This is an optimization exercise on Yosys and OpenROAD, whose aim is small area and a short achievable clock period, not a production implementation. No run shown here included a check of the RTL's function; only the layout flow was run. Power is estimated from default activity; no workload was simulated.

===== run.sh =====
#!/bin/bash
# synth_recipe.tcl (not shown) runs the flow's synth.tcl, then flattens the netlist and writes it again
# the make line also repeats each setting of config.mk as NAME=value (left out here)
make -C /OpenROAD-flow-scripts/flow DESIGN_CONFIG=/design/flow/config.mk WORK_HOME=/design/flow/orfs CLKGATE_MAP_FILE= SYNTH_SCRIPT=/design/flow/synth_recipe.tcl finish

===== config.mk =====
export PLATFORM = sky130hd
export DESIGN_NAME = jpeg_fb_writer
export DESIGN_NICKNAME = jpeg_fb_writer
export VERILOG_FILES = /design/flow/design.v
export SDC_FILE = /design/flow/constraint.sdc
export NUM_CORES = 4
export LEC_CHECK = 0
export CAP_MARGIN = 20
export CORE_MARGIN = 2
export CORE_UTILIZATION = 40
export SLEW_MARGIN = 20
export SYNTH_HIERARCHICAL = 1

===== constraint.sdc =====
create_clock -name core_clock -period 9.0 [get_ports {clk}]
set_input_delay 1.8000 -clock core_clock [delete_from_list [all_inputs] [get_ports {clk}]]
set_output_delay 1.8000 -clock core_clock [all_outputs]
set_load 0.01 [all_outputs]

===== design.v =====
module jpeg_fb_writer #(
  parameter int unsigned       ADDR_W    = 32,
  parameter logic [ADDR_W-1:0] BASE_ADDR = 32'h0010_0000,
  parameter int unsigned       PIX_FMT   = 0
) (
  input  logic              clk,
  input  logic              reset,
  input  logic              in_valid_i,
  input  logic [15:0]       in_width_i,
  input  logic [15:0]       in_height_i,
  input  logic [15:0]       in_x_i,
  input  logic [15:0]       in_y_i,
  input  logic [7:0]        in_r_i,
  input  logic [7:0]        in_g_i,
  input  logic [7:0]        in_b_i,
  output logic              in_accept_o,
  output logic              wr_valid_o,
  output logic [ADDR_W-1:0] wr_addr_o,
  output logic [31:0]       wr_data_o,
  output logic [3:0]        wr_strb_o,
  input  logic              wr_ready_i,
  output logic              frame_done_o,
  output logic              busy_o,
  output logic [15:0]       crop_count_o,
  output logic              geom_err_o
);
  localparam int L = 6;   
  logic        active_q, start_pend_q, frame_done_q, busy_q, geom_err_q;
  logic        s1_valid_q, s1_crop_q, wr_valid_q, strb_q;
  logic [15:0] s1_x_q, s1_yn_q;
  logic [23:0] s1_rgb_q;
  logic [L-1:0]  wr_lo_q;
  logic          wr_c_q;
  logic [29:L]   wr_a_q, wr_b_q;
  logic [23:0] wr_rgb_q;
  logic [15:0] wn_q, w_q, h_q, col_q, row_q, crop_cnt_q;
  logic        en, accept, hs, use_latched, in_bounds, start_ok, wr_load;
  logic        idle, count, col_last, last, frame_end;
  logic        active_d, start_pend_d, wr_valid_d, s1_valid_d;
  logic        in_fresh, in_latched;
  logic [L:0]  lo_sum;
  logic [29:L] hi_sum;
  assign en          = !wr_valid_q | wr_ready_i;
  assign accept      = en & in_valid_i;
  assign hs          = wr_valid_q & wr_ready_i;
  assign idle        = !active_q & !frame_done_q;
  assign use_latched = active_q | start_pend_q;
  assign w_q         = ~wn_q;
  assign in_fresh    = (in_x_i < in_width_i) & (in_y_i < in_height_i);
  assign in_latched  = (in_x_i < w_q) & (in_y_i < h_q);
  assign in_bounds   = use_latched ? in_latched : in_fresh;
  assign start_ok    = accept & in_fresh & !use_latched;
  wire [15:0] yn = s1_yn_q;
  wire [15:0] wn = wn_q;
  wire [15:0] x  = s1_x_q;
  wire ms0, mc0;
  jfw_ha u_ms0 (.a(x[12]), .b(~(yn[0] | wn[12])), .s(ms0), .co(mc0));
  wire ms1, mc1;
  jfw_fa u_ms1 (.a(x[13]), .b(~(yn[0] | wn[13])), .c(~(yn[10] | wn[3])), .s(ms1), .co(mc1));
  wire ms2, mc2;
  jfw_ha u_ms2 (.a(~(yn[11] | wn[2])), .b(~(yn[12] | wn[1])), .s(ms2), .co(mc2));
  wire ms3, mc3;
  jfw_fa u_ms3 (.a(x[14]), .b(~(yn[0] | wn[14])), .c(~(yn[10] | wn[4])), .s(ms3), .co(mc3));
  wire ms4, mc4;
  jfw_fa u_ms4 (.a(~(yn[11] | wn[3])), .b(~(yn[12] | wn[2])), .c(~(yn[13] | wn[1])), .s(ms4), .co(mc4));
  wire ms5, mc5;
  jfw_ha u_ms5 (.a(~(yn[14] | wn[0])), .b(~(yn[1] | wn[13])), .s(ms5), .co(mc5));
  wire ms6, mc6;
  jfw_fa u_ms6 (.a(x[15]), .b(~(yn[0] | wn[15])), .c(~(yn[10] | wn[5])), .s(ms6), .co(mc6));
  wire ms7, mc7;
  jfw_fa u_ms7 (.a(~(yn[11] | wn[4])), .b(~(yn[12] | wn[3])), .c(~(yn[13] | wn[2])), .s(ms7), .co(mc7));
  wire ms8, mc8;
  jfw_fa u_ms8 (.a(~(yn[14] | wn[1])), .b(~(yn[15] | wn[0])), .c(~(yn[1] | wn[14])), .s(ms8), .co(mc8));
  wire ms9, mc9;
  jfw_ha u_ms9 (.a(~(yn[2] | wn[13])), .b(~(yn[3] | wn[12])), .s(ms9), .co(mc9));
  wire ms10, mc10;
  jfw_fa u_ms10 (.a(~(yn[10] | wn[6])), .b(~(yn[11] | wn[5])), .c(~(yn[12] | wn[4])), .s(ms10), .co(mc10));
  wire ms11, mc11;
  jfw_fa u_ms11 (.a(~(yn[13] | wn[3])), .b(~(yn[14] | wn[2])), .c(~(yn[15] | wn[1])), .s(ms11), .co(mc11));
  wire ms12, mc12;
  jfw_fa u_ms12 (.a(~(yn[1] | wn[15])), .b(~(yn[2] | wn[14])), .c(~(yn[3] | wn[13])), .s(ms12), .co(mc12));
  wire ms13, mc13;
  jfw_fa u_ms13 (.a(~(yn[10] | wn[7])), .b(~(yn[11] | wn[6])), .c(~(yn[12] | wn[5])), .s(ms13), .co(mc13));
  wire ms14, mc14;
  jfw_fa u_ms14 (.a(~(yn[13] | wn[4])), .b(~(yn[14] | wn[3])), .c(~(yn[15] | wn[2])), .s(ms14), .co(mc14));
  wire ms15, mc15;
  jfw_fa u_ms15 (.a(1'b1), .b(~(yn[10] | wn[8])), .c(~(yn[11] | wn[7])), .s(ms15), .co(mc15));
  wire ms16, mc16;
  jfw_ha u_ms16 (.a(~(yn[12] | wn[6])), .b(~(yn[13] | wn[5])), .s(ms16), .co(mc16));
  wire ms17, mc17;
  jfw_ha u_ms17 (.a(~(yn[10] | wn[9])), .b(~(yn[11] | wn[8])), .s(ms17), .co(mc17));
  wire ms18, mc18;
  jfw_ha u_ms18 (.a(x[8]), .b(~(yn[0] | wn[8])), .s(ms18), .co(mc18));
  wire ms19, mc19;
  jfw_fa u_ms19 (.a(x[9]), .b(~(yn[0] | wn[9])), .c(~(yn[1] | wn[8])), .s(ms19), .co(mc19));
  wire ms20, mc20;
  jfw_ha u_ms20 (.a(~(yn[2] | wn[7])), .b(~(yn[3] | wn[6])), .s(ms20), .co(mc20));
  wire ms21, mc21;
  jfw_fa u_ms21 (.a(x[10]), .b(~(yn[0] | wn[10])), .c(~(yn[10] | wn[0])), .s(ms21), .co(mc21));
  wire ms22, mc22;
  jfw_fa u_ms22 (.a(~(yn[1] | wn[9])), .b(~(yn[2] | wn[8])), .c(~(yn[3] | wn[7])), .s(ms22), .co(mc22));
  wire ms23, mc23;
  jfw_ha u_ms23 (.a(~(yn[4] | wn[6])), .b(~(yn[5] | wn[5])), .s(ms23), .co(mc23));
  wire ms24, mc24;
  jfw_fa u_ms24 (.a(x[11]), .b(~(yn[0] | wn[11])), .c(~(yn[10] | wn[1])), .s(ms24), .co(mc24));
  wire ms25, mc25;
  jfw_fa u_ms25 (.a(~(yn[11] | wn[0])), .b(~(yn[1] | wn[10])), .c(~(yn[2] | wn[9])), .s(ms25), .co(mc25));
  wire ms26, mc26;
  jfw_fa u_ms26 (.a(~(yn[3] | wn[8])), .b(~(yn[4] | wn[7])), .c(~(yn[5] | wn[6])), .s(ms26), .co(mc26));
  wire ms27, mc27;
  jfw_ha u_ms27 (.a(~(yn[6] | wn[5])), .b(~(yn[7] | wn[4])), .s(ms27), .co(mc27));
  wire ms28, mc28;
  jfw_fa u_ms28 (.a(~(yn[10] | wn[2])), .b(~(yn[11] | wn[1])), .c(~(yn[12] | wn[0])), .s(ms28), .co(mc28));
  wire ms29, mc29;
  jfw_fa u_ms29 (.a(~(yn[1] | wn[11])), .b(~(yn[2] | wn[10])), .c(~(yn[3] | wn[9])), .s(ms29), .co(mc29));
  wire ms30, mc30;
  jfw_fa u_ms30 (.a(~(yn[4] | wn[8])), .b(~(yn[5] | wn[7])), .c(~(yn[6] | wn[6])), .s(ms30), .co(mc30));
  wire ms31, mc31;
  jfw_fa u_ms31 (.a(~(yn[7] | wn[5])), .b(~(yn[8] | wn[4])), .c(~(yn[9] | wn[3])), .s(ms31), .co(mc31));
  wire ms32, mc32;
  jfw_fa u_ms32 (.a(~(yn[13] | wn[0])), .b(~(yn[1] | wn[12])), .c(~(yn[2] | wn[11])), .s(ms32), .co(mc32));
  wire ms33, mc33;
  jfw_fa u_ms33 (.a(~(yn[3] | wn[10])), .b(~(yn[4] | wn[9])), .c(~(yn[5] | wn[8])), .s(ms33), .co(mc33));
  wire ms34, mc34;
  jfw_fa u_ms34 (.a(~(yn[6] | wn[7])), .b(~(yn[7] | wn[6])), .c(~(yn[8] | wn[5])), .s(ms34), .co(mc34));
  wire ms35, mc35;
  jfw_fa u_ms35 (.a(~(yn[9] | wn[4])), .b(mc0), .c(ms2), .s(ms35), .co(mc35));
  wire ms36, mc36;
  jfw_fa u_ms36 (.a(~(yn[2] | wn[12])), .b(~(yn[3] | wn[11])), .c(~(yn[4] | wn[10])), .s(ms36), .co(mc36));
  wire ms37, mc37;
  jfw_fa u_ms37 (.a(~(yn[5] | wn[9])), .b(~(yn[6] | wn[8])), .c(~(yn[7] | wn[7])), .s(ms37), .co(mc37));
  wire ms38, mc38;
  jfw_fa u_ms38 (.a(~(yn[8] | wn[6])), .b(~(yn[9] | wn[5])), .c(mc2), .s(ms38), .co(mc38));
  wire ms39, mc39;
  jfw_fa u_ms39 (.a(ms5), .b(mc1), .c(ms3), .s(ms39), .co(mc39));
  wire ms40, mc40;
  jfw_fa u_ms40 (.a(~(yn[4] | wn[11])), .b(~(yn[5] | wn[10])), .c(~(yn[6] | wn[9])), .s(ms40), .co(mc40));
  wire ms41, mc41;
  jfw_fa u_ms41 (.a(~(yn[7] | wn[8])), .b(~(yn[8] | wn[7])), .c(~(yn[9] | wn[6])), .s(ms41), .co(mc41));
  wire ms42, mc42;
  jfw_fa u_ms42 (.a(mc5), .b(ms9), .c(mc3), .s(ms42), .co(mc42));
  wire ms43, mc43;
  jfw_fa u_ms43 (.a(mc4), .b(ms6), .c(ms7), .s(ms43), .co(mc43));
  wire ms44, mc44;
  jfw_fa u_ms44 (.a(~(yn[4] | wn[12])), .b(~(yn[5] | wn[11])), .c(~(yn[6] | wn[10])), .s(ms44), .co(mc44));
  wire ms45, mc45;
  jfw_fa u_ms45 (.a(~(yn[7] | wn[9])), .b(~(yn[8] | wn[8])), .c(~(yn[9] | wn[7])), .s(ms45), .co(mc45));
  wire ms46, mc46;
  jfw_fa u_ms46 (.a(mc9), .b(mc6), .c(mc7), .s(ms46), .co(mc46));
  wire ms47, mc47;
  jfw_fa u_ms47 (.a(mc8), .b(ms10), .c(ms11), .s(ms47), .co(mc47));
  wire ms48, mc48;
  jfw_fa u_ms48 (.a(~(yn[2] | wn[15])), .b(~(yn[3] | wn[14])), .c(~(yn[4] | wn[13])), .s(ms48), .co(mc48));
  wire ms49, mc49;
  jfw_fa u_ms49 (.a(~(yn[5] | wn[12])), .b(~(yn[6] | wn[11])), .c(~(yn[7] | wn[10])), .s(ms49), .co(mc49));
  wire ms50, mc50;
  jfw_fa u_ms50 (.a(~(yn[8] | wn[9])), .b(~(yn[9] | wn[8])), .c(mc10), .s(ms50), .co(mc50));
  wire ms51, mc51;
  jfw_fa u_ms51 (.a(mc11), .b(mc12), .c(ms13), .s(ms51), .co(mc51));
  wire ms52, mc52;
  jfw_fa u_ms52 (.a(~(yn[14] | wn[4])), .b(~(yn[15] | wn[3])), .c(~(yn[3] | wn[15])), .s(ms52), .co(mc52));
  wire ms53, mc53;
  jfw_fa u_ms53 (.a(~(yn[4] | wn[14])), .b(~(yn[5] | wn[13])), .c(~(yn[6] | wn[12])), .s(ms53), .co(mc53));
  wire ms54, mc54;
  jfw_fa u_ms54 (.a(~(yn[7] | wn[11])), .b(~(yn[8] | wn[10])), .c(~(yn[9] | wn[9])), .s(ms54), .co(mc54));
  wire ms55, mc55;
  jfw_fa u_ms55 (.a(ms16), .b(mc13), .c(mc14), .s(ms55), .co(mc55));
  wire ms56, mc56;
  jfw_fa u_ms56 (.a(~(yn[12] | wn[7])), .b(~(yn[13] | wn[6])), .c(~(yn[14] | wn[5])), .s(ms56), .co(mc56));
  wire ms57, mc57;
  jfw_fa u_ms57 (.a(~(yn[15] | wn[4])), .b(~(yn[4] | wn[15])), .c(~(yn[5] | wn[14])), .s(ms57), .co(mc57));
  wire ms58, mc58;
  jfw_fa u_ms58 (.a(~(yn[6] | wn[13])), .b(~(yn[7] | wn[12])), .c(~(yn[8] | wn[11])), .s(ms58), .co(mc58));
  wire ms59, mc59;
  jfw_fa u_ms59 (.a(~(yn[9] | wn[10])), .b(mc16), .c(ms17), .s(ms59), .co(mc59));
  wire ms60, mc60;
  jfw_fa u_ms60 (.a(~(yn[10] | wn[10])), .b(~(yn[11] | wn[9])), .c(~(yn[12] | wn[8])), .s(ms60), .co(mc60));
  wire ms61, mc61;
  jfw_fa u_ms61 (.a(~(yn[13] | wn[7])), .b(~(yn[14] | wn[6])), .c(~(yn[15] | wn[5])), .s(ms61), .co(mc61));
  wire ms62, mc62;
  jfw_fa u_ms62 (.a(~(yn[5] | wn[15])), .b(~(yn[6] | wn[14])), .c(~(yn[7] | wn[13])), .s(ms62), .co(mc62));
  wire ms63, mc63;
  jfw_ha u_ms63 (.a(~(yn[8] | wn[12])), .b(~(yn[9] | wn[11])), .s(ms63), .co(mc63));
  wire ms64, mc64;
  jfw_fa u_ms64 (.a(~(yn[10] | wn[11])), .b(~(yn[11] | wn[10])), .c(~(yn[12] | wn[9])), .s(ms64), .co(mc64));
  wire ms65, mc65;
  jfw_fa u_ms65 (.a(~(yn[13] | wn[8])), .b(~(yn[14] | wn[7])), .c(~(yn[15] | wn[6])), .s(ms65), .co(mc65));
  wire ms66, mc66;
  jfw_ha u_ms66 (.a(~(yn[6] | wn[15])), .b(~(yn[7] | wn[14])), .s(ms66), .co(mc66));
  wire ms67, mc67;
  jfw_fa u_ms67 (.a(~(yn[10] | wn[12])), .b(~(yn[11] | wn[11])), .c(~(yn[12] | wn[10])), .s(ms67), .co(mc67));
  wire ms68, mc68;
  jfw_ha u_ms68 (.a(~(yn[13] | wn[9])), .b(~(yn[14] | wn[8])), .s(ms68), .co(mc68));
  wire ms69, mc69;
  jfw_ha u_ms69 (.a(~(yn[10] | wn[13])), .b(~(yn[11] | wn[12])), .s(ms69), .co(mc69));
  wire ms70, mc70;
  jfw_ha u_ms70 (.a(x[5]), .b(~(yn[0] | wn[5])), .s(ms70), .co(mc70));
  wire ms71, mc71;
  jfw_fa u_ms71 (.a(x[6]), .b(~(yn[0] | wn[6])), .c(~(yn[1] | wn[5])), .s(ms71), .co(mc71));
  wire ms72, mc72;
  jfw_ha u_ms72 (.a(~(yn[2] | wn[4])), .b(~(yn[3] | wn[3])), .s(ms72), .co(mc72));
  wire ms73, mc73;
  jfw_fa u_ms73 (.a(x[7]), .b(~(yn[0] | wn[7])), .c(~(yn[1] | wn[6])), .s(ms73), .co(mc73));
  wire ms74, mc74;
  jfw_fa u_ms74 (.a(~(yn[2] | wn[5])), .b(~(yn[3] | wn[4])), .c(~(yn[4] | wn[3])), .s(ms74), .co(mc74));
  wire ms75, mc75;
  jfw_ha u_ms75 (.a(~(yn[5] | wn[2])), .b(~(yn[6] | wn[1])), .s(ms75), .co(mc75));
  wire ms76, mc76;
  jfw_fa u_ms76 (.a(~(yn[1] | wn[7])), .b(~(yn[2] | wn[6])), .c(~(yn[3] | wn[5])), .s(ms76), .co(mc76));
  wire ms77, mc77;
  jfw_fa u_ms77 (.a(~(yn[4] | wn[4])), .b(~(yn[5] | wn[3])), .c(~(yn[6] | wn[2])), .s(ms77), .co(mc77));
  wire ms78, mc78;
  jfw_fa u_ms78 (.a(~(yn[7] | wn[1])), .b(~(yn[8] | wn[0])), .c(ms18), .s(ms78), .co(mc78));
  wire ms79, mc79;
  jfw_fa u_ms79 (.a(~(yn[4] | wn[5])), .b(~(yn[5] | wn[4])), .c(~(yn[6] | wn[3])), .s(ms79), .co(mc79));
  wire ms80, mc80;
  jfw_fa u_ms80 (.a(~(yn[7] | wn[2])), .b(~(yn[8] | wn[1])), .c(~(yn[9] | wn[0])), .s(ms80), .co(mc80));
  wire ms81, mc81;
  jfw_fa u_ms81 (.a(mc18), .b(ms20), .c(ms19), .s(ms81), .co(mc81));
  wire ms82, mc82;
  jfw_fa u_ms82 (.a(~(yn[6] | wn[4])), .b(~(yn[7] | wn[3])), .c(~(yn[8] | wn[2])), .s(ms82), .co(mc82));
  wire ms83, mc83;
  jfw_fa u_ms83 (.a(~(yn[9] | wn[1])), .b(mc20), .c(ms23), .s(ms83), .co(mc83));
  wire ms84, mc84;
  jfw_fa u_ms84 (.a(mc19), .b(ms21), .c(ms22), .s(ms84), .co(mc84));
  wire ms85, mc85;
  jfw_fa u_ms85 (.a(~(yn[8] | wn[3])), .b(~(yn[9] | wn[2])), .c(mc23), .s(ms85), .co(mc85));
  wire ms86, mc86;
  jfw_fa u_ms86 (.a(ms27), .b(mc21), .c(mc22), .s(ms86), .co(mc86));
  wire ms87, mc87;
  jfw_fa u_ms87 (.a(ms24), .b(ms25), .c(ms26), .s(ms87), .co(mc87));
  wire ms88, mc88;
  jfw_fa u_ms88 (.a(mc27), .b(ms0), .c(mc24), .s(ms88), .co(mc88));
  wire ms89, mc89;
  jfw_fa u_ms89 (.a(mc25), .b(mc26), .c(ms28), .s(ms89), .co(mc89));
  wire ms90, mc90;
  jfw_fa u_ms90 (.a(ms29), .b(ms30), .c(ms31), .s(ms90), .co(mc90));
  wire ms91, mc91;
  jfw_fa u_ms91 (.a(mc28), .b(mc29), .c(mc30), .s(ms91), .co(mc91));
  wire ms92, mc92;
  jfw_fa u_ms92 (.a(mc31), .b(ms1), .c(ms32), .s(ms92), .co(mc92));
  wire ms93, mc93;
  jfw_fa u_ms93 (.a(ms33), .b(ms34), .c(ms35), .s(ms93), .co(mc93));
  wire ms94, mc94;
  jfw_fa u_ms94 (.a(mc32), .b(mc33), .c(mc34), .s(ms94), .co(mc94));
  wire ms95, mc95;
  jfw_fa u_ms95 (.a(ms36), .b(ms37), .c(ms4), .s(ms95), .co(mc95));
  wire ms96, mc96;
  jfw_fa u_ms96 (.a(mc35), .b(ms38), .c(ms39), .s(ms96), .co(mc96));
  wire ms97, mc97;
  jfw_fa u_ms97 (.a(mc36), .b(mc37), .c(ms40), .s(ms97), .co(mc97));
  wire ms98, mc98;
  jfw_fa u_ms98 (.a(ms41), .b(ms8), .c(mc38), .s(ms98), .co(mc98));
  wire ms99, mc99;
  jfw_fa u_ms99 (.a(mc39), .b(ms42), .c(ms43), .s(ms99), .co(mc99));
  wire ms100, mc100;
  jfw_fa u_ms100 (.a(mc40), .b(mc41), .c(ms12), .s(ms100), .co(mc100));
  wire ms101, mc101;
  jfw_fa u_ms101 (.a(ms44), .b(ms45), .c(mc42), .s(ms101), .co(mc101));
  wire ms102, mc102;
  jfw_fa u_ms102 (.a(mc43), .b(ms46), .c(ms47), .s(ms102), .co(mc102));
  wire ms103, mc103;
  jfw_fa u_ms103 (.a(mc44), .b(mc45), .c(ms14), .s(ms103), .co(mc103));
  wire ms104, mc104;
  jfw_fa u_ms104 (.a(ms48), .b(ms49), .c(mc46), .s(ms104), .co(mc104));
  wire ms105, mc105;
  jfw_fa u_ms105 (.a(mc47), .b(ms50), .c(ms51), .s(ms105), .co(mc105));
  wire ms106, mc106;
  jfw_fa u_ms106 (.a(mc48), .b(mc49), .c(ms15), .s(ms106), .co(mc106));
  wire ms107, mc107;
  jfw_fa u_ms107 (.a(ms52), .b(ms53), .c(ms54), .s(ms107), .co(mc107));
  wire ms108, mc108;
  jfw_fa u_ms108 (.a(mc50), .b(mc51), .c(ms55), .s(ms108), .co(mc108));
  wire ms109, mc109;
  jfw_fa u_ms109 (.a(mc15), .b(mc52), .c(mc53), .s(ms109), .co(mc109));
  wire ms110, mc110;
  jfw_fa u_ms110 (.a(mc54), .b(ms56), .c(ms57), .s(ms110), .co(mc110));
  wire ms111, mc111;
  jfw_fa u_ms111 (.a(ms58), .b(ms59), .c(mc55), .s(ms111), .co(mc111));
  wire ms112, mc112;
  jfw_fa u_ms112 (.a(mc17), .b(ms63), .c(mc56), .s(ms112), .co(mc112));
  wire ms113, mc113;
  jfw_fa u_ms113 (.a(mc57), .b(mc58), .c(ms60), .s(ms113), .co(mc113));
  wire ms114, mc114;
  jfw_fa u_ms114 (.a(ms61), .b(ms62), .c(mc59), .s(ms114), .co(mc114));
  wire ms115, mc115;
  jfw_fa u_ms115 (.a(~(yn[8] | wn[13])), .b(~(yn[9] | wn[12])), .c(mc63), .s(ms115), .co(mc115));
  wire ms116, mc116;
  jfw_fa u_ms116 (.a(ms66), .b(mc60), .c(mc61), .s(ms116), .co(mc116));
  wire ms117, mc117;
  jfw_fa u_ms117 (.a(mc62), .b(ms64), .c(ms65), .s(ms117), .co(mc117));
  wire ms118, mc118;
  jfw_fa u_ms118 (.a(~(yn[15] | wn[7])), .b(~(yn[7] | wn[15])), .c(~(yn[8] | wn[14])), .s(ms118), .co(mc118));
  wire ms119, mc119;
  jfw_fa u_ms119 (.a(~(yn[9] | wn[13])), .b(mc66), .c(ms68), .s(ms119), .co(mc119));
  wire ms120, mc120;
  jfw_fa u_ms120 (.a(mc64), .b(mc65), .c(ms67), .s(ms120), .co(mc120));
  wire ms121, mc121;
  jfw_fa u_ms121 (.a(~(yn[12] | wn[11])), .b(~(yn[13] | wn[10])), .c(~(yn[14] | wn[9])), .s(ms121), .co(mc121));
  wire ms122, mc122;
  jfw_fa u_ms122 (.a(~(yn[15] | wn[8])), .b(~(yn[8] | wn[15])), .c(~(yn[9] | wn[14])), .s(ms122), .co(mc122));
  wire ms123, mc123;
  jfw_fa u_ms123 (.a(mc68), .b(ms69), .c(mc67), .s(ms123), .co(mc123));
  wire ms124, mc124;
  jfw_fa u_ms124 (.a(~(yn[10] | wn[14])), .b(~(yn[11] | wn[13])), .c(~(yn[12] | wn[12])), .s(ms124), .co(mc124));
  wire ms125, mc125;
  jfw_fa u_ms125 (.a(~(yn[13] | wn[11])), .b(~(yn[14] | wn[10])), .c(~(yn[15] | wn[9])), .s(ms125), .co(mc125));
  wire ms126, mc126;
  jfw_ha u_ms126 (.a(~(yn[9] | wn[15])), .b(mc69), .s(ms126), .co(mc126));
  wire ms127, mc127;
  jfw_fa u_ms127 (.a(~(yn[10] | wn[15])), .b(~(yn[11] | wn[14])), .c(~(yn[12] | wn[13])), .s(ms127), .co(mc127));
  wire ms128, mc128;
  jfw_ha u_ms128 (.a(~(yn[13] | wn[12])), .b(~(yn[14] | wn[11])), .s(ms128), .co(mc128));
  wire ms129, mc129;
  jfw_ha u_ms129 (.a(~(yn[11] | wn[15])), .b(~(yn[12] | wn[14])), .s(ms129), .co(mc129));
  wire ms130, mc130;
  jfw_ha u_ms130 (.a(x[3]), .b(~(yn[0] | wn[3])), .s(ms130), .co(mc130));
  wire ms131, mc131;
  jfw_fa u_ms131 (.a(x[4]), .b(~(yn[0] | wn[4])), .c(~(yn[1] | wn[3])), .s(ms131), .co(mc131));
  wire ms132, mc132;
  jfw_ha u_ms132 (.a(~(yn[2] | wn[2])), .b(~(yn[3] | wn[1])), .s(ms132), .co(mc132));
  wire ms133, mc133;
  jfw_fa u_ms133 (.a(~(yn[1] | wn[4])), .b(~(yn[2] | wn[3])), .c(~(yn[3] | wn[2])), .s(ms133), .co(mc133));
  wire ms134, mc134;
  jfw_fa u_ms134 (.a(~(yn[4] | wn[1])), .b(~(yn[5] | wn[0])), .c(ms70), .s(ms134), .co(mc134));
  wire ms135, mc135;
  jfw_fa u_ms135 (.a(~(yn[4] | wn[2])), .b(~(yn[5] | wn[1])), .c(~(yn[6] | wn[0])), .s(ms135), .co(mc135));
  wire ms136, mc136;
  jfw_fa u_ms136 (.a(mc70), .b(ms72), .c(ms71), .s(ms136), .co(mc136));
  wire ms137, mc137;
  jfw_fa u_ms137 (.a(~(yn[7] | wn[0])), .b(mc72), .c(ms75), .s(ms137), .co(mc137));
  wire ms138, mc138;
  jfw_fa u_ms138 (.a(mc71), .b(ms73), .c(ms74), .s(ms138), .co(mc138));
  wire ms139, mc139;
  jfw_fa u_ms139 (.a(mc75), .b(mc73), .c(mc74), .s(ms139), .co(mc139));
  wire ms140, mc140;
  jfw_fa u_ms140 (.a(ms76), .b(ms77), .c(ms78), .s(ms140), .co(mc140));
  wire ms141, mc141;
  jfw_fa u_ms141 (.a(mc76), .b(mc77), .c(ms79), .s(ms141), .co(mc141));
  wire ms142, mc142;
  jfw_fa u_ms142 (.a(ms80), .b(mc78), .c(ms81), .s(ms142), .co(mc142));
  wire ms143, mc143;
  jfw_fa u_ms143 (.a(mc79), .b(mc80), .c(ms82), .s(ms143), .co(mc143));
  wire ms144, mc144;
  jfw_fa u_ms144 (.a(ms83), .b(mc81), .c(ms84), .s(ms144), .co(mc144));
  wire ms145, mc145;
  jfw_fa u_ms145 (.a(mc82), .b(mc83), .c(ms85), .s(ms145), .co(mc145));
  wire ms146, mc146;
  jfw_fa u_ms146 (.a(mc84), .b(ms86), .c(ms87), .s(ms146), .co(mc146));
  wire ms147, mc147;
  jfw_fa u_ms147 (.a(mc85), .b(mc86), .c(mc87), .s(ms147), .co(mc147));
  wire ms148, mc148;
  jfw_fa u_ms148 (.a(ms88), .b(ms89), .c(ms90), .s(ms148), .co(mc148));
  wire ms149, mc149;
  jfw_fa u_ms149 (.a(mc88), .b(mc89), .c(mc90), .s(ms149), .co(mc149));
  wire ms150, mc150;
  jfw_fa u_ms150 (.a(ms91), .b(ms92), .c(ms93), .s(ms150), .co(mc150));
  wire ms151, mc151;
  jfw_fa u_ms151 (.a(mc91), .b(mc92), .c(ms94), .s(ms151), .co(mc151));
  wire ms152, mc152;
  jfw_fa u_ms152 (.a(ms95), .b(mc93), .c(ms96), .s(ms152), .co(mc152));
  wire ms153, mc153;
  jfw_fa u_ms153 (.a(mc94), .b(mc95), .c(ms97), .s(ms153), .co(mc153));
  wire ms154, mc154;
  jfw_fa u_ms154 (.a(ms98), .b(mc96), .c(ms99), .s(ms154), .co(mc154));
  wire ms155, mc155;
  jfw_fa u_ms155 (.a(mc97), .b(mc98), .c(ms100), .s(ms155), .co(mc155));
  wire ms156, mc156;
  jfw_fa u_ms156 (.a(ms101), .b(mc99), .c(ms102), .s(ms156), .co(mc156));
  wire ms157, mc157;
  jfw_fa u_ms157 (.a(mc100), .b(ms103), .c(mc101), .s(ms157), .co(mc157));
  wire ms158, mc158;
  jfw_fa u_ms158 (.a(ms104), .b(mc102), .c(ms105), .s(ms158), .co(mc158));
  wire ms159, mc159;
  jfw_fa u_ms159 (.a(mc103), .b(ms106), .c(ms107), .s(ms159), .co(mc159));
  wire ms160, mc160;
  jfw_fa u_ms160 (.a(mc104), .b(mc105), .c(ms108), .s(ms160), .co(mc160));
  wire ms161, mc161;
  jfw_fa u_ms161 (.a(mc106), .b(mc107), .c(ms109), .s(ms161), .co(mc161));
  wire ms162, mc162;
  jfw_fa u_ms162 (.a(ms110), .b(mc108), .c(ms111), .s(ms162), .co(mc162));
  wire ms163, mc163;
  jfw_fa u_ms163 (.a(mc109), .b(mc110), .c(ms112), .s(ms163), .co(mc163));
  wire ms164, mc164;
  jfw_fa u_ms164 (.a(ms113), .b(mc111), .c(ms114), .s(ms164), .co(mc164));
  wire ms165, mc165;
  jfw_fa u_ms165 (.a(ms115), .b(mc112), .c(mc113), .s(ms165), .co(mc165));
  wire ms166, mc166;
  jfw_fa u_ms166 (.a(ms116), .b(ms117), .c(mc114), .s(ms166), .co(mc166));
  wire ms167, mc167;
  jfw_fa u_ms167 (.a(ms118), .b(mc115), .c(ms119), .s(ms167), .co(mc167));
  wire ms168, mc168;
  jfw_fa u_ms168 (.a(mc116), .b(mc117), .c(ms120), .s(ms168), .co(mc168));
  wire ms169, mc169;
  jfw_fa u_ms169 (.a(mc118), .b(ms121), .c(ms122), .s(ms169), .co(mc169));
  wire ms170, mc170;
  jfw_fa u_ms170 (.a(mc119), .b(mc120), .c(ms123), .s(ms170), .co(mc170));
  wire ms171, mc171;
  jfw_fa u_ms171 (.a(mc121), .b(mc122), .c(ms126), .s(ms171), .co(mc171));
  wire ms172, mc172;
  jfw_fa u_ms172 (.a(ms124), .b(ms125), .c(mc123), .s(ms172), .co(mc172));
  wire ms173, mc173;
  jfw_fa u_ms173 (.a(~(yn[15] | wn[10])), .b(ms128), .c(mc124), .s(ms173), .co(mc173));
  wire ms174, mc174;
  jfw_fa u_ms174 (.a(mc125), .b(mc126), .c(ms127), .s(ms174), .co(mc174));
  wire ms175, mc175;
  jfw_fa u_ms175 (.a(~(yn[13] | wn[13])), .b(~(yn[14] | wn[12])), .c(~(yn[15] | wn[11])), .s(ms175), .co(mc175));
  wire ms176, mc176;
  jfw_fa u_ms176 (.a(mc128), .b(ms129), .c(mc127), .s(ms176), .co(mc176));
  wire ms177, mc177;
  jfw_fa u_ms177 (.a(~(yn[12] | wn[15])), .b(~(yn[13] | wn[14])), .c(~(yn[14] | wn[13])), .s(ms177), .co(mc177));
  wire ms178, mc178;
  jfw_ha u_ms178 (.a(~(yn[15] | wn[12])), .b(mc129), .s(ms178), .co(mc178));
  wire ms179, mc179;
  jfw_ha u_ms179 (.a(~(yn[13] | wn[15])), .b(~(yn[14] | wn[14])), .s(ms179), .co(mc179));
  wire ms180, mc180;
  jfw_ha u_ms180 (.a(x[2]), .b(~(yn[0] | wn[2])), .s(ms180), .co(mc180));
  wire ms181, mc181;
  jfw_fa u_ms181 (.a(~(yn[1] | wn[2])), .b(~(yn[2] | wn[1])), .c(~(yn[3] | wn[0])), .s(ms181), .co(mc181));
  wire ms182, mc182;
  jfw_fa u_ms182 (.a(~(yn[4] | wn[0])), .b(mc130), .c(ms132), .s(ms182), .co(mc182));
  wire ms183, mc183;
  jfw_fa u_ms183 (.a(mc132), .b(mc131), .c(ms133), .s(ms183), .co(mc183));
  wire ms184, mc184;
  jfw_fa u_ms184 (.a(mc133), .b(ms135), .c(mc134), .s(ms184), .co(mc184));
  wire ms185, mc185;
  jfw_fa u_ms185 (.a(mc135), .b(ms137), .c(mc136), .s(ms185), .co(mc185));
  wire ms186, mc186;
  jfw_fa u_ms186 (.a(mc137), .b(mc138), .c(ms139), .s(ms186), .co(mc186));
  wire ms187, mc187;
  jfw_fa u_ms187 (.a(mc139), .b(ms141), .c(mc140), .s(ms187), .co(mc187));
  wire ms188, mc188;
  jfw_fa u_ms188 (.a(mc141), .b(ms143), .c(mc142), .s(ms188), .co(mc188));
  wire ms189, mc189;
  jfw_fa u_ms189 (.a(mc143), .b(ms145), .c(mc144), .s(ms189), .co(mc189));
  wire ms190, mc190;
  jfw_fa u_ms190 (.a(mc145), .b(mc146), .c(ms147), .s(ms190), .co(mc190));
  wire ms191, mc191;
  jfw_fa u_ms191 (.a(mc147), .b(mc148), .c(ms149), .s(ms191), .co(mc191));
  wire ms192, mc192;
  jfw_fa u_ms192 (.a(mc149), .b(ms151), .c(mc150), .s(ms192), .co(mc192));
  wire ms193, mc193;
  jfw_fa u_ms193 (.a(mc151), .b(ms153), .c(mc152), .s(ms193), .co(mc193));
  wire ms194, mc194;
  jfw_fa u_ms194 (.a(mc153), .b(ms155), .c(mc154), .s(ms194), .co(mc194));
  wire ms195, mc195;
  jfw_fa u_ms195 (.a(mc155), .b(ms157), .c(mc156), .s(ms195), .co(mc195));
  wire ms196, mc196;
  jfw_fa u_ms196 (.a(ms159), .b(mc157), .c(mc158), .s(ms196), .co(mc196));
  wire ms197, mc197;
  jfw_fa u_ms197 (.a(mc159), .b(ms161), .c(mc160), .s(ms197), .co(mc197));
  wire ms198, mc198;
  jfw_fa u_ms198 (.a(mc161), .b(ms163), .c(mc162), .s(ms198), .co(mc198));
  wire ms199, mc199;
  jfw_fa u_ms199 (.a(mc163), .b(ms165), .c(mc164), .s(ms199), .co(mc199));
  wire ms200, mc200;
  jfw_fa u_ms200 (.a(ms167), .b(mc165), .c(mc166), .s(ms200), .co(mc200));
  wire ms201, mc201;
  jfw_fa u_ms201 (.a(ms169), .b(mc167), .c(mc168), .s(ms201), .co(mc201));
  wire ms202, mc202;
  jfw_fa u_ms202 (.a(mc169), .b(ms171), .c(mc170), .s(ms202), .co(mc202));
  wire ms203, mc203;
  jfw_fa u_ms203 (.a(mc171), .b(ms173), .c(ms174), .s(ms203), .co(mc203));
  wire ms204, mc204;
  jfw_fa u_ms204 (.a(ms175), .b(mc173), .c(mc174), .s(ms204), .co(mc204));
  wire ms205, mc205;
  jfw_fa u_ms205 (.a(mc175), .b(ms178), .c(ms177), .s(ms205), .co(mc205));
  wire ms206, mc206;
  jfw_fa u_ms206 (.a(~(yn[15] | wn[13])), .b(ms179), .c(mc177), .s(ms206), .co(mc206));
  wire ms207, mc207;
  jfw_ha u_ms207 (.a(~(yn[14] | wn[15])), .b(~(yn[15] | wn[14])), .s(ms207), .co(mc207));
  wire ms208, mc208;
  jfw_ha u_ms208 (.a(x[1]), .b(~(yn[0] | wn[1])), .s(ms208), .co(mc208));
  wire ms209, mc209;
  jfw_fa u_ms209 (.a(~(yn[1] | wn[1])), .b(~(yn[2] | wn[0])), .c(ms180), .s(ms209), .co(mc209));
  wire ms210, mc210;
  jfw_fa u_ms210 (.a(mc180), .b(ms130), .c(ms181), .s(ms210), .co(mc210));
  wire ms211, mc211;
  jfw_fa u_ms211 (.a(mc181), .b(ms131), .c(ms182), .s(ms211), .co(mc211));
  wire ms212, mc212;
  jfw_fa u_ms212 (.a(mc182), .b(ms134), .c(ms183), .s(ms212), .co(mc212));
  wire ms213, mc213;
  jfw_fa u_ms213 (.a(mc183), .b(ms136), .c(ms184), .s(ms213), .co(mc213));
  wire ms214, mc214;
  jfw_fa u_ms214 (.a(ms138), .b(mc184), .c(ms185), .s(ms214), .co(mc214));
  wire ms215, mc215;
  jfw_fa u_ms215 (.a(ms140), .b(mc185), .c(ms186), .s(ms215), .co(mc215));
  wire ms216, mc216;
  jfw_fa u_ms216 (.a(mc186), .b(ms142), .c(ms187), .s(ms216), .co(mc216));
  wire ms217, mc217;
  jfw_fa u_ms217 (.a(ms144), .b(mc187), .c(ms188), .s(ms217), .co(mc217));
  wire ms218, mc218;
  jfw_fa u_ms218 (.a(ms146), .b(mc188), .c(ms189), .s(ms218), .co(mc218));
  wire ms219, mc219;
  jfw_fa u_ms219 (.a(ms148), .b(mc189), .c(ms190), .s(ms219), .co(mc219));
  wire ms220, mc220;
  jfw_fa u_ms220 (.a(ms150), .b(mc190), .c(ms191), .s(ms220), .co(mc220));
  wire ms221, mc221;
  jfw_fa u_ms221 (.a(mc191), .b(ms152), .c(ms192), .s(ms221), .co(mc221));
  wire ms222, mc222;
  jfw_fa u_ms222 (.a(ms154), .b(mc192), .c(ms193), .s(ms222), .co(mc222));
  wire ms223, mc223;
  jfw_fa u_ms223 (.a(ms156), .b(mc193), .c(ms194), .s(ms223), .co(mc223));
  wire ms224, mc224;
  jfw_fa u_ms224 (.a(ms158), .b(mc194), .c(ms195), .s(ms224), .co(mc224));
  wire ms225, mc225;
  jfw_fa u_ms225 (.a(ms160), .b(mc195), .c(ms196), .s(ms225), .co(mc225));
  wire ms226, mc226;
  jfw_fa u_ms226 (.a(ms162), .b(mc196), .c(ms197), .s(ms226), .co(mc226));
  wire ms227, mc227;
  jfw_fa u_ms227 (.a(ms164), .b(mc197), .c(ms198), .s(ms227), .co(mc227));
  wire ms228, mc228;
  jfw_fa u_ms228 (.a(ms166), .b(mc198), .c(ms199), .s(ms228), .co(mc228));
  wire ms229, mc229;
  jfw_fa u_ms229 (.a(ms168), .b(mc199), .c(ms200), .s(ms229), .co(mc229));
  wire ms230, mc230;
  jfw_fa u_ms230 (.a(ms170), .b(mc200), .c(ms201), .s(ms230), .co(mc230));
  wire ms231, mc231;
  jfw_fa u_ms231 (.a(ms172), .b(mc201), .c(ms202), .s(ms231), .co(mc231));
  wire ms232, mc232;
  jfw_fa u_ms232 (.a(mc172), .b(ms203), .c(mc202), .s(ms232), .co(mc232));
  wire ms233, mc233;
  jfw_fa u_ms233 (.a(ms176), .b(mc203), .c(ms204), .s(ms233), .co(mc233));
  wire ms234, mc234;
  jfw_fa u_ms234 (.a(mc176), .b(ms205), .c(mc204), .s(ms234), .co(mc234));
  wire ms235, mc235;
  jfw_fa u_ms235 (.a(mc178), .b(mc205), .c(ms206), .s(ms235), .co(mc235));
  wire ms236, mc236;
  jfw_fa u_ms236 (.a(mc179), .b(ms207), .c(mc206), .s(ms236), .co(mc236));
  wire [29:0] mra = {mc235, mc234, mc233, mc232, mc231, mc230, mc229, mc228, mc227, mc226, mc225, mc224, mc223, mc222, mc221, mc220, mc219, mc218, mc217, mc216, mc215, mc214, mc213, mc212, mc211, mc210, mc209, mc208, ms208, x[0]};
  wire [29:0] mrb = {ms236, ms235, ms234, ms233, ms232, ms231, ms230, ms229, ms228, ms227, ms226, ms225, ms224, ms223, ms222, ms221, ms220, ms219, ms218, ms217, ms216, ms215, ms214, ms213, ms212, ms211, ms210, ms209, ~(yn[1] | wn[0]), ~(yn[0] | wn[0])};
  assign lo_sum      = {1'b0, mra[L-1:0]} + {1'b0, mrb[L-1:0]};
  assign wr_load     = en & s1_valid_q & !s1_crop_q;
  assign s1_valid_d  = en ? in_valid_i : s1_valid_q;
  assign wr_valid_d  = en ? (s1_valid_q & !s1_crop_q) : wr_valid_q;
  assign count       = active_q & hs;
  assign col_last    = col_q == 16'd1;
  assign last        = col_last & (row_q == 16'd1);
  assign frame_end   = count & last;
  assign active_d     = (idle & (start_pend_q | start_ok)) | (active_q & !frame_end);
  assign start_pend_d = frame_done_q & start_ok;
  always_ff @(posedge clk) begin
    if (en) begin
      s1_x_q    <= in_x_i;
      s1_yn_q   <= ~in_y_i;
      s1_rgb_q  <= {in_r_i, in_g_i, in_b_i};
      s1_crop_q <= !in_bounds;
    end
    if (wr_load) begin
      wr_lo_q  <= lo_sum[L-1:0];
      wr_c_q   <= lo_sum[L];
      wr_a_q   <= mra[29:L];
      wr_b_q   <= mrb[29:L];
      wr_rgb_q <= s1_rgb_q;
    end
    if (start_ok) begin
      wn_q  <= ~in_width_i;
      h_q   <= in_height_i;
      col_q <= in_width_i;
      row_q <= in_height_i;
    end else if (count) begin
      col_q <= col_last ? w_q : col_q - 16'd1;
      if (col_last) row_q <= row_q - 16'd1;
    end
  end
  always_ff @(posedge clk) begin
    if (!reset) begin
      active_q     <= 1'b0;
      start_pend_q <= 1'b0;
      frame_done_q <= 1'b0;
      busy_q       <= 1'b0;
      geom_err_q   <= 1'b0;
      s1_valid_q   <= 1'b0;
      wr_valid_q   <= 1'b0;
      strb_q       <= 1'b0;
      crop_cnt_q   <= '0;
    end else begin
      active_q     <= active_d;
      start_pend_q <= start_pend_d;
      frame_done_q <= frame_end;
      busy_q       <= active_d | frame_end | s1_valid_d | wr_valid_d | start_pend_d;
      if (active_q & accept & ((in_width_i != w_q) | (in_height_i != h_q)))
        geom_err_q <= 1'b1;
      s1_valid_q   <= s1_valid_d;
      wr_valid_q   <= wr_valid_d;
      if (wr_load) strb_q <= 1'b1;
      if (start_ok)
        crop_cnt_q <= 16'd0;
      else if (en & s1_valid_q & s1_crop_q & (crop_cnt_q != 16'hFFFF))
        crop_cnt_q <= crop_cnt_q + 16'd1;
    end
  end
  jfw_cpa_hi u_hi (.a(wr_a_q), .b(wr_b_q), .ci(wr_c_q), .s(hi_sum));
  assign in_accept_o  = en;
  assign wr_valid_o   = wr_valid_q;
  assign wr_addr_o    = strb_q ? {hi_sum, wr_lo_q, 2'b00} : 32'd0;
  assign wr_data_o    = strb_q ? {8'h00, wr_rgb_q} : 32'd0;
  assign wr_strb_o    = {4{strb_q}};
  assign frame_done_o = frame_done_q;
  assign busy_o       = busy_q;
  assign crop_count_o = crop_cnt_q;
  assign geom_err_o   = geom_err_q;
endmodule
module jfw_cpa_hi (input logic [29:6] a, b, input logic ci, output logic [29:6] s);
  assign s = a + b + {{(29-6){1'b0}}, ci};
endmodule
module jfw_fa (input logic a, b, c, output logic s, co);
  assign s  = a ^ b ^ c;
  assign co = (a & b) | (c & (a ^ b));
endmodule
module jfw_ha (input logic a, b, output logic s, co);
  assign s  = a ^ b;
  assign co = a & b;
endmodule

==> results of run 1 <==
-- cell usage after synthesis (4+ instances only) --
master,number
fa_1,213
and2_1,56
nor2b_1,6
inv_1,80
clkbuf_1,60
buf_1,7
o21a_1,5
o2111ai_1,4
mux2i_1,25
nor4_1,14
buf_6,11
nand2_1,43
buf_2,11
o21ai_0,24
nor2_1,303
o21bai_1,5
xor2_1,42
mux2_2,13
xnor2_1,55
buf_4,16
nand4_1,28
ha_1,120
a21oi_2,4
and3_1,5
or3_1,7
edfxtp_1,200
a21oi_1,51
nor3b_1,18
dfxtp_1,24
nor3_1,22
nand3_1,27
nand2b_1,6
a21o_1,20
a211oi_1,6
-- kinds of logic after synthesis --
group	synth area share, %
AO/OA/AOI/OAI	5.63
XOR/XNOR	4.73
adder cells (fa/ha/maj)	32.1
buffers and inverters	4.73
flip-flops	36.1
multiplexers	2.21
other	0.0418
AND/OR/NAND/NOR	14.5
-- worst paths after layout --
path,end,from,cells past startpoint
min reg2reg,wr_rgb_q[18]$_DFFE_PP_,s1_rgb_q[18]$_DFFE_PN_,0
max reg2reg,wr_b_q[16]$_DFFE_PP_,wn_q[4]$_DFFE_PP_,7
max,wr_addr_o[30],wr_a_q[6]$_DFFE_PP_,10
min,wr_rgb_q[18]$_DFFE_PP_,s1_rgb_q[18]$_DFFE_PN_,0
-- per-layer routing --
metal	GRT usage, %	routed length (µm)	vias up
met5	0	0	-
met3	3.48	3290	94
met2	33.2	21800	498
met1	28.0	20600	6158
li1	-	-	5595
met4	5.27	1260	0
-- per-stage QoR --
| stage | instances | setup WS, ns | utilization (%) | hold slack, ns | area, µm² |
|---|---|---|---|---|---|
| after floorplan | 1592 | 1.14 | - | 0.400 | 18000 |
| after global placement | 2260 | 3.18 | 45.1 | 0.401 | 20000 |
| after detailed placement | 2260 | 3.14 | 45.1 | 0.405 | 20000 |
| after CTS | 2307 | 3.20 | 47.1 | 0.418 | 20900 |
| after global routing | 2307 | 3.04 | 47.1 | 0.417 | 20900 |
| final | 2307 | 3.22 | 47.1 | 0.417 | 20900 |
-- final cells by class --
| class | count | area (µm²) | area share (%) |
|---|---|---|---|
| Clock inverter | 14 | 166 | 0.797 |
| Clock buffer | 33 | 698 | 3.35 |
| Timing Repair Buffer | 181 | 1780 | 8.55 |
| Inverter | 80 | 300 | 1.44 |
| Tap cell | 592 | 741 | 3.55 |
| Multi-Input combinational cell | 1183 | 10700 | 51.2 |
| Sequential cell | 224 | 6490 | 31.1 |
-- power groups by stage --
stage / combinational [mW] / clock (mW) / sequential [mW]
after global placement: 1.88 / 0 / 1.54
final: 1.93 / 1.09 / 1.53
after floorplan: 1.45 / 0 / 1.47
after CTS: 1.96 / 1.12 / 1.53
after global routing: 2.23 / 1.15 / 1.54
after detailed placement: 1.95 / 0 / 1.55
-- cells in the final DEF, fill, tap and decap left out, types with 13 or more instances in the layout --
cell / count
clkbuf_16: 27
ha_1: 120
nand2_1: 43
nand4_1: 28
and2_1: 56
a21o_1: 20
xor2_1: 42
xnor2_1: 55
clkdlybuf4s50_1: 170
nand3_1: 27
o21ai_0: 24
dfxtp_1: 23
edfxtp_1: 200
nor4_1: 14
nor2_1: 302
nor3_1: 22
a21oi_1: 51
nor3b_1: 18
fa_1: 213
inv_1: 80
mux2i_1: 25
mux2_2: 13
-- Yosys stat by module, one instance, submodules excluded --
module | cells | area [µm²]
jpeg_fb_writer | 1152 | 12100
jfw_cpa_hi | 194 | 1380
jfw_fa | 1 | 20.0
jfw_ha | 1 | 12.5
-- flip-flops by register name, indices dropped and copies added, names as in the netlist --
register and count:
active_q 1, busy_q 1, col_q 16, crop_cnt_q 16, frame_done_q 1, geom_err_q 1
h_q 16, row_q 16, s1_crop_q 1, s1_rgb_q 24, s1_valid_q 1, s1_x_q 16
s1_yn_q 16, start_pend_q 1, strb_q 1, wn_q 16, wr_a_q 24, wr_b_q 24
wr_c_q 1, wr_lo_q 6, wr_rgb_q 24, wr_valid_q 1
==> impl_metrics.py, run 1 <==
metrics = {
    "status": {
        "outcome": "no timing/DRC/antenna violations",
    },
    "timing": {
        "worst_pin_slew_ns": 1.11,
        "finalSetupTns_ns": 0,
        "drv_slew": 0,
        "period_minus_slack_ns": 5.78,
        "rsz0062_at_grt": "false",
        "max-slew-margin-rel_pct": 25.9,
        "finClkSkew_ns": 0.0154,
        "fmax_mhz": 173,
        "post-route-period-util_pct": 64.2,
        "setup_viol": 0,
        "hold_viol_final": 0,
    },
    "yosys": {
        "ys_seq_area_share_pct": 36.1,
        "synth-main-ff-cell": "edfxtp_1",
        "synth_edf_count": 200,
        "yosys_warnings": 7,
        "synth-seq-cells": 224,
        "syn_area_um2": 18000,
        "synth_area_per_cell_um2": 11.4,
        "synth.distinct_cells": 69,
        "async_flop_share_pct": 0,
        "yosys-top-cells-area": "edfxtp_1 33%, fa_1 24%, ha_1 8.4%, nor2_1 6.3%, xnor2_1 2.7%",
        "synth.largest_area_cell": "edfxtp_1",
        "synth_cells": 1583,
        "synth_top_area_share_pct": 33.4,
    },
    "floorplanning": {
        "die_h_um": 216,
        "design.core.area_um2": 44300,
        "dieArea_um2": 46700,
        "start_util_pct": 40.6,
        "pin_count": 181,
        "num_rows": 77,
        "dieWidth_um": 216,
    },
    "route": {
        "wl_um": 46900,
        "drt_iter0_markers": 1043,
        "firstDrtPassIters": 6,
        "detail-route-antenna-nets": 0,
        "viasPerCell": 5.35,
        "drc": 0,
        "vias": 12300,
        "wl_per_cell_um": 20.3,
    },
    "global_routing": {
        "grt_pass1_wl_um": 73600,
        "grt_overflow": 0,
        "grt_max_degree": 63,
        "grt_pass1_vias": 12900,
        "grtUsageTotal_pct": 20.3,
        "antenna_found_initial": 0,
    },
    "worst_setup_path": {
        "crit_path_end_kind": "output pin",
        "cp_top_family": "compound AO/OA/AOI/OAI gates",
        "worst-path-buf-inv": 1,
        "slowest_delay_ns": 0.53,
        "worst_ep_arrival_time_ns": 3.98,
        "cp_common_cell": "fa_1",
        "rrSetupSlack_ns": 4.64,
        "crit_slowest_cell": "clkdlybuf4s50_1",
        "path_class": "flip-flop to output pin",
        "cp.required_ns": 7.20,
        "cp-start-kind": "flip-flop",
        "path_max_fanout": 3,
        "worstPathCellList": "fa_1 > fa_1 > a21o_1 > a311o_1 > a21oi_2 > o31ai_2 > a41oi_1 > xnor2_1 > and2_1 > clkdlybuf4s50_1",
    },
    "pwr": {
        "pwr-share-seq_pct": 33.6,
        "comb_power_share_pct": 42.5,
        "power.leakage_nw": 8.35,
        "p_int_mw": 2.93,
        "power_mw": 4.55,
        "p_sw_share_pct": 35.6,
        "clkPwrFrac_pct": 23.9,
        "p_sw_mw": 1.62,
        "powerDensity_nw_per_um2": 218,
        "ir_drop_mv": 0.155,
    },
    "cells_and_area": {
        "drive_above_1_share_pct": 4.90,
        "area_growth_pct": 16.1,
        "finalNetCount": 2122,
        "diodes": 0,
        "fillerInstances": 4082,
    },
    "clock_tree": {
        "cts_tree": "yes",
        "cts_root_buf": "clkbuf_16",
        "h-tree-depth": 1,
        "path_clk_slew_ns": 0.06,
        "numCtsBuffers": 27,
        "clk_latency_ns": 0.57,
        "clockBufferDepth": 3,
        "cts_resized": 0,
        "post_cts_buffers": 0,
        "cts_hold_buffers": 0,
        "clock-sinks": 224,
    },
    "place": {
        "io_buffers": 170,
        "place.gp.congestion": 0.897,
        "dpl.hpwl_um": 34500,
    },
    "worst_hold_path": {
        "min_path_type": "flip-flop to flip-flop",
    },
    "flow_run": {
        "drv_cap": 0,
    },
}
==> run 2: changes to the inputs <==
--- a/design.v
+++ b/design.v
@@ -24,7 +24,7 @@
   output logic [15:0]       crop_count_o,
   output logic              geom_err_o
 );
-  localparam int L = 6;   
+  localparam int L = 8;   
   logic        active_q, start_pend_q, frame_done_q, busy_q, geom_err_q;
   logic        s1_valid_q, s1_crop_q, wr_valid_q, strb_q;
   logic [15:0] s1_x_q, s1_yn_q;
@@ -601,8 +601,8 @@
   assign crop_count_o = crop_cnt_q;
   assign geom_err_o   = geom_err_q;
 endmodule
-module jfw_cpa_hi (input logic [29:6] a, b, input logic ci, output logic [29:6] s);
-  assign s = a + b + {{(29-6){1'b0}}, ci};
+module jfw_cpa_hi (input logic [29:8] a, b, input logic ci, output logic [29:8] s);
+  assign s = a + b + {{(29-8){1'b0}}, ci};
 endmodule
 module jfw_fa (input logic a, b, c, output logic s, co);
   assign s  = a ^ b ^ c;
==> run 2 against run 1 <==
Against the previous run: worst setup slack improved by 0.17 ns; combinational power fell by 22%; cell count fell by 1.3%; sequential power fell by 7%; clock skew rose by 0.017 ns; still clean; maximum frequency rose by 3.0%; total power fell by 13%; largest cell class unchanged; clock power fell by 9%; wire length fell by 5.5%.
==> impl_metrics.py, run 2 <==
metrics = {
    "timing": {
        "finalSetupTns_ns": 0,
        "setup_viol": 0,
        "fmax_mhz": 178,
        "post-route-period-util_pct": 62.3,
        "hold_slack_ns": 0.413,
        "period_minus_slack_ns": 5.61,
        "worst_pin_slew_ns": 1.03,
        "max-slew-margin-rel_pct": 31.6,
        "drv_slew": 0,
        "finClkSkew_ns": 0.0321,
        "hold_viol_final": 0,
        "rsz0062_at_grt": "false",
    },
    "global_routing": {
        "grt_pass1_vias": 12800,
        "grt_overflow": 0,
        "grt_pass1_wl_um": 70500,
        "grt_max_degree": 68,
        "antenna_found_initial": 1,
        "grtUsageTotal_pct": 19.5,
    },
    "route": {
        "vias": 11800,
        "firstDrtPassIters": 5,
        "detail-route-antenna-nets": 0,
        "drt_iter0_markers": 664,
        "wl_um": 44300,
        "drc": 0,
        "wl_per_cell_um": 19.5,
        "viasPerCell": 5.20,
    },
    "floorplanning": {
        "die_h_um": 214,
        "num_rows": 77,
        "design.core.area_um2": 43900,
        "pin_count": 181,
        "dieArea_um2": 45900,
        "start_util_pct": 40.2,
        "dieWidth_um": 214,
    },
    "yosys": {
        "synth_cells": 1556,
        "synth_top_area_share_pct": 33.6,
        "synth_area_per_cell_um2": 11.4,
        "synth_edf_count": 198,
        "syn_area_um2": 17700,
        "synth-seq-cells": 222,
        "yosysMostFrequentCell": "nor2_1",
        "ys_seq_area_share_pct": 36.3,
        "synth.distinct_cells": 66,
        "yosys_warnings": 7,
        "yosys-top-cells-area": "edfxtp_1 34%, fa_1 24%, ha_1 8.5%, nor2_1 6.1%, dfxtp_1 2.7%",
        "synth-main-ff-cell": "edfxtp_1",
        "async_flop_share_pct": 0,
        "synth_common_cells": "287 x nor2_1, 213 x fa_1, 198 x edfxtp_1",
        "synth.largest_area_cell": "edfxtp_1",
    },
    "cells_and_area": {
        "final_cell_mix": "286 x nor2_1, 213 x fa_1, 198 x edfxtp_1",
        "final_common_cell": "nor2_1",
        "finalNetCount": 2093,
        "drive_above_1_share_pct": 3.74,
        "area_growth_pct": 16.2,
        "top_regs": "s1_rgb_q (24), wr_rgb_q (24)",
        "layoutNonFillerInstCount": 2278,
        "diodes": 0,
    },
    "worst_setup_path": {
        "critPathCapture": "wr_addr_o[24]",
        "cp.required_ns": 7.20,
        "cp-start-kind": "flip-flop",
        "slowest_delay_ns": 0.54,
        "crit_start": "wr_a_q[8]$_DFFE_PP_",
        "worstReg2RegEnd": "wr_b_q[16]$_DFFE_PP_",
        "rrSetupSlack_ns": 4.64,
        "path_class": "flip-flop to output pin",
        "worstPathCellList": "inv_1 > fa_1 > fa_1 > nand2b_1 > a21oi_1 > o21ai_1 > a21oi_1 > a21oi_1 > xnor2_1 > and2_1 > clkdlybuf4s50_1",
        "path_max_fanout": 4,
        "crit_slowest_cell": "clkdlybuf4s50_1",
        "cp_common_cell": "a21oi_1",
        "r2r_cells": 7,
        "worst_ep_arrival_time_ns": 3.81,
        "r2r_start": "wn_q[4]$_DFFE_PP_",
        "crit_path_end_kind": "output pin",
    },
    "pwr": {
        "ir_drop_mv": 0.149,
        "power.leakage_nw": 8.19,
        "powerDensity_nw_per_um2": 192,
        "power_mw": 3.94,
    },
    "clock_tree": {
        "numCtsBuffers": 25,
        "clk_latency_ns": 0.54,
        "cts_hold_buffers": 0,
        "cts_tree": "yes",
        "cts_root_buf": "clkbuf_16",
        "clockBufferDepth": 3,
        "cts_resized": 0,
        "post_cts_buffers": 0,
        "h-tree-depth": 1,
        "clock-sinks": 222,
        "path_clk_slew_ns": 0.06,
    },
    "place": {
        "dpl.hpwl_um": 33400,
        "place.gp.congestion": 0.869,
        "dp_cells": 2233,
        "io_buffers": 170,
    },
    "flow_run": {
        "drv_cap": 0,
    },
    "status": {
        "outcome": "no timing/DRC/antenna violations",
    },
    "worst_hold_path": {
        "min_path_type": "flip-flop to flip-flop",
    },
}
[run 2: changes by cell type after synthesis, moves of 6 or more]
cell | previous run | this run
nor2_1 | 303 | 287
nand2_1 | 43 | 53
mux2_2 | 13 | 4
nand2b_1 | 6 | 14
a21o_1 | 20 | 13
buf_6 | 11 | 4
mux2i_1 | 25 | 32
a21oi_1 | 51 | 45
nand4_1 | 28 | 22
o21a_1 | 5 | 11
o21ai_1 | 0 | 6
[run 2: worst max-delay path, delay by kind of cell (launching register included)]
family | cells | cell delay (ns)
fa+ha+maj | 2 | 0.88
buf+inv | 2 | 0.59
flops | 1 | 0.32
xor+xnor | 1 | 0.14
simple gates | 2 | 0.33
compound gates | 4 | 1.01
[run 2: per-module statistics from Yosys (local to each module, per instance)]
| module | flops+latches | cells | copies in the design |
|---|---|---|---|
| jfw_fa | 0 | 1 | 210 |
| jpeg_fb_writer | 222 | 1154 | 1 |
| jfw_cpa_hi | 0 | 165 | 1 |
| jfw_ha | 0 | 1 | 27 |
[run 2: kinds of logic after synthesis]
logic type               synth area share [%]
AO/OA/AOI/OAI                            5.63
buffers and inverters                    4.44
other                                  0.0425
adder cells (fa/ha/maj)                  32.6
flip-flops                               36.3
AND/OR/NAND/NOR                          14.2
XOR/XNOR                                 4.71
multiplexers                             2.07
[run 2: metrics by stage]
stage | instance area [µm²] | util (%) | setup WS, ns
final | 20500 | 46.7 | 3.39
after global routing | 20500 | 46.7 | 3.10
after CTS | 20500 | 46.7 | 3.29
after detailed placement | 19800 | 45.0 | 3.11
after global placement | 19800 | 45.0 | 3.16
after floorplan | 17700 | - | 1.30
[run 2: how the worst min path moves through the flow]
| stage | startpoint | to | slack (ns) | cells past startpoint |
|---|---|---|---|---|
| 2_1_floorplan | s1_rgb_q[0]$_DFFE_PN_ | wr_rgb_q[0]$_DFFE_PP_ | 0.40 | 0 |
| 3_3_place_gp | s1_rgb_q[12]$_DFFE_PN_ | wr_rgb_q[12]$_DFFE_PP_ | 0.40 | 0 |
| 3_5_place_dp | s1_rgb_q[18]$_DFFE_PN_ | wr_rgb_q[18]$_DFFE_PP_ | 0.41 | 0 |
| 4_1_cts | s1_rgb_q[23]$_DFFE_PN_ | wr_rgb_q[23]$_DFFE_PP_ | 0.41 | 0 |
| 5_1_grt | s1_rgb_q[23]$_DFFE_PN_ | wr_rgb_q[23]$_DFFE_PP_ | 0.42 | 0 |
| 6_report | s1_rgb_q[23]$_DFFE_PN_ | wr_rgb_q[23]$_DFFE_PP_ | 0.41 | 0 |
[run 2: routing by layer]
layer	GRT usage [%]	part of all wire (%)
met3	3.36	6.2
met5	0	0.029
met4	5.58	2.2
met2	32.9	48
met1	25.9	44
[run 2: area by class of cell]
cell class | count | area (µm²)
clock buffer | 30 | 644
clock inverter | 15 | 136
fill | 4064 | 23400
inverter | 82 | 308
multi-input combinational | 1159 | 10500
sequential | 222 | 6430
tap | 592 | 741
timing repair buffer | 178 | 1760
[run 2: report_power, final]
group	switching, mW	internal [mW]	total (mW)
combinational	0.805	0.709	1.51
clock	0.420	0.569	0.989
sequential	0.0975	1.33	1.43

-- static timing again, ports no longer ideal --
How much do the figures lean on ideal ports? The routed layouts below were timed once more, with nothing changed but the port constraints. Step 1 assumes that a clkbuf_16 drives the clock port and a buf_2 every other input. Step 2 also shifts input and output timing later by t, the mid clock arrival at the registers, as if the neighbouring blocks saw the same clock. Slacks: ideal / step 1 / step 2; pairs: ideal / step 1.
| run | t, ns | setup slack, ns | clock arrival spread, ns |
|---|---|---|---|
| run 1 | 0.615 | 3.219 / 3.165 / 3.059 | 0.016 / 0.016 |
| run 2 | 0.574 | 3.390 / 3.344 / 3.150 | 0.033 / 0.032 |
After both steps every run listed still meets setup and hold. For run 2, which loses most, drivers alone change the setup slack by -0.046 ns; drivers and shift together by -0.240 ns.
